This design comes from an exercise in tuning for small area on the open sky130 flow, not from production work. In this exercise RTL edits were held to simulation tests only and were not proved equivalent to the original. Power figures rest on the tool's default switching activity, not on a simulated workload.

== xenon ==
==> flow/design.v <==
module id_rf_aoi222 (
  input  logic a0, b0, a1, b1, a2, b2,
  output logic y
);
  assign y = !((a0 & b0) | (a1 & b1) | (a2 & b2));
endmodule
module id_rf_or31 (
  input  logic [30:0] sel,
  input  logic [30:0] dat,
  output logic [10:0] n
);
  for (genvar g = 0; g < 10; g++) begin : g_aoi
    id_rf_aoi222 u_aoi (
      .a0(sel[3*g]),   .b0(dat[3*g]),
      .a1(sel[3*g+1]), .b1(dat[3*g+1]),
      .a2(sel[3*g+2]), .b2(dat[3*g+2]),
      .y(n[g])
    );
  end
  id_rf_nand2 u_last (.a(sel[30]), .b(dat[30]), .y(n[10]));
endmodule
module id_rf_and3 (
  input  logic a, b, c,
  output logic y
);
  assign y = a & b & c;
endmodule
module id_rf_nand2 (
  input  logic a, b,
  output logic y
);
  assign y = !(a & b);
endmodule
module id_rf_rdbit (
  input  logic [30:0] sel,
  input  logic [30:0] dat,
  input  logic        hit,
  input  logic        wbd,
  output logic        y
);
  logic [11:0] n;
  id_rf_or31 u_or31 (.sel(sel), .dat(dat), .n(n[10:0]));
  id_rf_nand2 u_byp (.a(hit), .b(wbd), .y(n[11]));
  id_rf_or3nand4 u_or (.n(n), .y(y));
endmodule
module id_rf_sel31 (
  input  logic [30:0] sel,
  input  logic [30:0] dat,
  output logic        y
);
  logic [10:0] n;
  id_rf_or31 u_or31 (.sel(sel), .dat(dat), .n(n));
  id_rf_or3nand u_or (.n(n), .y(y));
endmodule
module id_rf_or3nand4 (
  input  logic [11:0] n,
  output logic        y
);
  assign y = !(&n[3:0]) | !(&n[7:4]) | !(&n[11:8]);
endmodule
module id_sb_next (
  input  logic [2:0] s,
  input  logic       ld,
  input  logic [2:0] l,
  output logic [2:0] d,
  output logic       pend
);
  logic [2:0] c;
  logic       f;
  assign c    = s ^ 3'b101;
  assign f    = c[2] ? (!c[1] && c[0]) : c[1];
  assign d    = ld ? l : ({c[1:0], f} ^ 3'b101);
  assign pend = (c != 3'b000);
endmodule
module id_rf_or3nand (
  input  logic [10:0] n,
  output logic        y
);
  assign y = !(&n[3:0]) | !(&n[7:4]) | !(&n[10:8]);
endmodule
module id_regfile_scoreboard #(
  parameter int XLEN  = 32,
  parameter int NREGS = 32,
  parameter int NRD   = 2,
  parameter int LAT_W = 3,
  localparam int AW   = $clog2(NREGS)
) (
  input  logic                clk,
  input  logic                reset,
  input  logic                id_valid,
  input  logic                flush,
  input  logic [NRD*AW-1:0]   rs_addr,
  input  logic [NRD-1:0]      rs_used,
  input  logic                rd_we,
  input  logic [AW-1:0]       rd_addr,
  input  logic [LAT_W-1:0]    rd_lat,
  input  logic                wb_we,
  input  logic [AW-1:0]       wb_addr,
  input  logic [XLEN-1:0]     wb_data,
  output logic [NRD*XLEN-1:0] rs_data,
  output logic                stall,
  output logic                issue,
  output logic [NREGS-1:0]    pending
);
  logic [XLEN-1:0]  r_regs [1:NREGS-1];
  logic [LAT_W-1:0] r_cnt  [1:NREGS-1];    
  logic             w_wb_en;
  logic [XLEN-1:0]  w_wdat;
  logic [LAT_W-1:0] w_ldat;
  logic [NREGS-1:0] w_wb_dec;
  logic [NREGS-1:0] w_wb_sel;
  logic [NREGS-1:0] w_rd_dec;
  logic [NREGS-1:0] w_rs_dec [NRD];
  logic [NREGS-2:0] w_rs_sel [NRD];
  logic [NREGS-2:0] w_rs_pnd [NRD];
  logic [NREGS-2:0] w_rd_sel;
  logic [NREGS-2:0] w_cnt_col [LAT_W];
  logic [NRD-1:0]   w_pnd;
  logic [NRD-1:0]   w_hit;
  logic             w_raw;
  logic             w_waw;
  logic             w_set;
  logic [LAT_W-1:0] w_rd_cnt;
  function automatic logic [2:0] f_enc(input logic [2:0] v);
    case (v)
      3'd0:    f_enc = 3'b101;
      3'd1:    f_enc = 3'b001;
      3'd2:    f_enc = 3'b011;
      3'd3:    f_enc = 3'b010;
      3'd4:    f_enc = 3'b110;
      3'd5:    f_enc = 3'b000;
      3'd6:    f_enc = 3'b111;
      default: f_enc = 3'b100;
    endcase
  endfunction
  function automatic logic [2:0] f_dec(input logic [2:0] c);
    case (c)
      3'b101:  f_dec = 3'd0;
      3'b001:  f_dec = 3'd1;
      3'b011:  f_dec = 3'd2;
      3'b010:  f_dec = 3'd3;
      3'b110:  f_dec = 3'd4;
      3'b000:  f_dec = 3'd5;
      3'b111:  f_dec = 3'd6;
      default: f_dec = 3'd7;
    endcase
  endfunction
  assign w_wb_en = wb_we && (wb_addr != '0);
  always_comb begin
    for (int unsigned r = 0; r < NREGS; r++) begin
      w_wb_dec[r] = (wb_addr == AW'(r));
      w_wb_sel[r] = w_wb_en && w_wb_dec[r];
      w_rd_dec[r] = (rd_addr == AW'(r));
      for (int unsigned p = 0; p < NRD; p++) begin
        w_rs_dec[p][r] = (rs_addr[p*AW +: AW] == AW'(r));
      end
    end
  end
  always_comb begin
    for (int unsigned p = 0; p < NRD; p++) begin
      w_hit[p] = w_wb_en && (wb_addr == rs_addr[p*AW +: AW]);
      for (int unsigned r = 1; r < NREGS; r++) begin
        w_rs_pnd[p][r-1] = w_rs_dec[p][r];
      end
    end
    for (int unsigned r = 1; r < NREGS; r++) begin
      w_rd_sel[r-1] = w_rd_dec[r];
    end
  end
  for (genvar p = 0; p < NRD; p++) begin : g_sel
    logic [7:0] w_hi;
    logic [3:0] w_lo;
    for (genvar g = 0; g < 8; g++) begin : g_hi
      assign w_hi[g] = (rs_addr[p*AW+2 +: 3] == 3'(g));
    end
    for (genvar j = 0; j < 4; j++) begin : g_lo
      assign w_lo[j] = (rs_addr[p*AW +: 2] == 2'(j));
    end
    for (genvar r = 1; r < NREGS; r++) begin : g_line
      id_rf_and3 u_drv (.a(w_hi[r/4]), .b(w_lo[r%4]), .c(!w_wb_sel[r]), .y(w_rs_sel[p][r-1]));
    end
  end
  for (genvar p = 0; p < NRD; p++) begin : g_port
    for (genvar b = 0; b < XLEN; b++) begin : g_bit
      logic [NREGS-2:0] w_col;
      for (genvar r = 1; r < NREGS; r++) begin : g_col
        assign w_col[r-1] = r_regs[r][b];
      end
      id_rf_rdbit u_rd (.sel(w_rs_sel[p]), .dat(w_col), .hit(w_hit[p]), .wbd(wb_data[b]),
                        .y(rs_data[p*XLEN+b]));
    end
  end
  assign pending[0] = 1'b0;
  for (genvar p = 0; p < NRD; p++) begin : g_raw
    id_rf_sel31 u_pnd (.sel(w_rs_pnd[p]), .dat(pending[NREGS-1:1]), .y(w_pnd[p]));
  end
  assign w_raw = |(rs_used & w_pnd);
  for (genvar k = 0; k < LAT_W; k++) begin : g_waw
    for (genvar r = 1; r < NREGS; r++) begin : g_col
      assign w_cnt_col[k][r-1] = r_cnt[r][k];
    end
    id_rf_sel31 u_cnt (.sel(w_rd_sel), .dat(w_cnt_col[k]), .y(w_rd_cnt[k]));
  end
  assign w_waw = rd_we && (rd_addr != '0) && (f_dec(w_rd_cnt) > rd_lat);
  assign stall = id_valid && !flush && (w_raw || w_waw);
  assign issue = id_valid && !flush && !stall;
  assign w_set = issue && rd_we;
  assign w_wdat = wb_data & {XLEN{!reset}};
  assign w_ldat = reset ? f_enc('0) : f_enc(rd_lat);
  for (genvar r = 1; r < NREGS; r++) begin : g_reg
    always_ff @(posedge clk) begin
      if (reset || w_wb_sel[r]) begin
        r_regs[r] <= w_wdat;
      end
    end
    logic [LAT_W-1:0] w_next;
    id_sb_next u_next (.s(r_cnt[r]), .ld(reset || (w_set && w_rd_dec[r])), .l(w_ldat), .d(w_next),
                       .pend(pending[r]));
    always_ff @(posedge clk) begin
      r_cnt[r] <= w_next;
    end
  end
endmodule
Settings: LEC_CHECK=0, CAP_MARGIN=15, CORE_MARGIN=2, CORE_UTILIZATION=55, SETUP_SLACK_MARGIN=0.1, SLEW_MARGIN=15, SYNTH_HIERARCHICAL=1, SYNTH_MINIMUM_KEEP_SIZE=0; clock period 6.0 ns.
standard.sh (not shown) runs the stock make flow with config.mk's settings and CLKGATE_MAP_FILE= SYNTH_SCRIPT=/design/flow/synth_recipe.tcl, a recipe that flattens the netlist after the stock synthesis.
==> flow/flow/run.sh <==
#!/bin/bash
# Standard layout with smaller port buffers and a clock tree of small
# buffers without dummy loads.
export BUFFER_PORTS_ARGS="-buffer_cell sky130_fd_sc_hd__buf_1"
export CTS_ARGS="-sink_clustering_enable -repair_clock_nets -dont_use_dummy_load -buf_list {sky130_fd_sc_hd__clkbuf_4} -root_buf sky130_fd_sc_hd__clkbuf_4 -sink_clustering_size 10 -sink_clustering_max_diameter 40"
bash standard.sh > standard.log 2>&1
Input-level comparison between indigo and xenon:
diff --git a/flow/design.v b/flow/design.v
--- a/flow/design.v
+++ b/flow/design.v
@@ -22,10 +22,22 @@
 module id_rf_and3 (
   input  logic a, b, c,
   output logic y
 );
   assign y = a & b & c;
+endmodule
+module id_rf_or2 (
+  input  logic a, b,
+  output logic y
+);
+  assign y = a | b;
+endmodule
+module id_rf_and2 (
+  input  logic a, b,
+  output logic y
+);
+  assign y = a & b;
 endmodule
 module id_rf_nand2 (
   input  logic a, b,
   output logic y
 );
@@ -203,15 +215,21 @@
   end
   assign w_waw = rd_we && (rd_addr != '0) && (f_dec(w_rd_cnt) > rd_lat);
   assign stall = id_valid && !flush && (w_raw || w_waw);
   assign issue = id_valid && !flush && !stall;
   assign w_set = issue && rd_we;
-  assign w_wdat = wb_data & {XLEN{!reset}};
+  logic w_reset_n;
+  assign w_reset_n = !reset;
+  for (genvar b = 0; b < XLEN; b++) begin : g_wdat
+    id_rf_and2 u_drv (.a(wb_data[b]), .b(w_reset_n), .y(w_wdat[b]));
+  end
   assign w_ldat = reset ? f_enc('0) : f_enc(rd_lat);
   for (genvar r = 1; r < NREGS; r++) begin : g_reg
+    logic w_we;
+    id_rf_or2 u_we (.a(reset), .b(w_wb_sel[r]), .y(w_we));
     always_ff @(posedge clk) begin
-      if (reset || w_wb_sel[r]) begin
+      if (w_we) begin
         r_regs[r] <= w_wdat;
       end
     end
     logic [LAT_W-1:0] w_next;
     id_sb_next u_next (.s(r_cnt[r]), .ld(reset || (w_set && w_rd_dec[r])), .l(w_ldat), .d(w_next),
Findings:
- Every run (xenon and indigo) finished clean.
- For the critical path depth, indigo came in 2 higher than xenon did.
- Critical path data arrival time in indigo is 0.10 ns higher than in xenon
- indigo vs. xenon: total power held steady, met3 track demand over resource in global routing grew by 0.42 points, global-route wire length before repair grew by 3.3 mm, final instance area shrank by about 0.37%.
- The number of cells after detailed placement of xenon and that of indigo are within noise of each other.

## static timing again, ports no longer ideal
In the flow no input, the clock included, has a driving cell. The finished layouts below were timed again as built, in two steps. Step 1 assumes that a clkbuf_16 drives the clock port and a buf_2 every other input. Step 2 times the ports against the registers' clock, not the clock port: input delays grow and output delays shrink by t, the midpoint of the rising clock arrivals with the driver on. Slacks: no drivers / after step 1 / after step 2; pairs: no drivers / after step 1.
run | shift t [ns] | setup WS [ns] | slew at the worst register clock pin (ns) | worst data-port slew with drivers (ns)
xenon | 1.079 | 0.220 / 0.200 / 0.200 | 0.11 / 0.11 | 0.17
indigo | 1.106 | 0.116 / 0.095 / 0.095 | 0.11 / 0.11 | 0.17
After both steps every run listed still meets setup and hold. For indigo, which loses most, drivers alone change the setup slack by -0.021 ns; drivers and shift together by -0.021 ns.
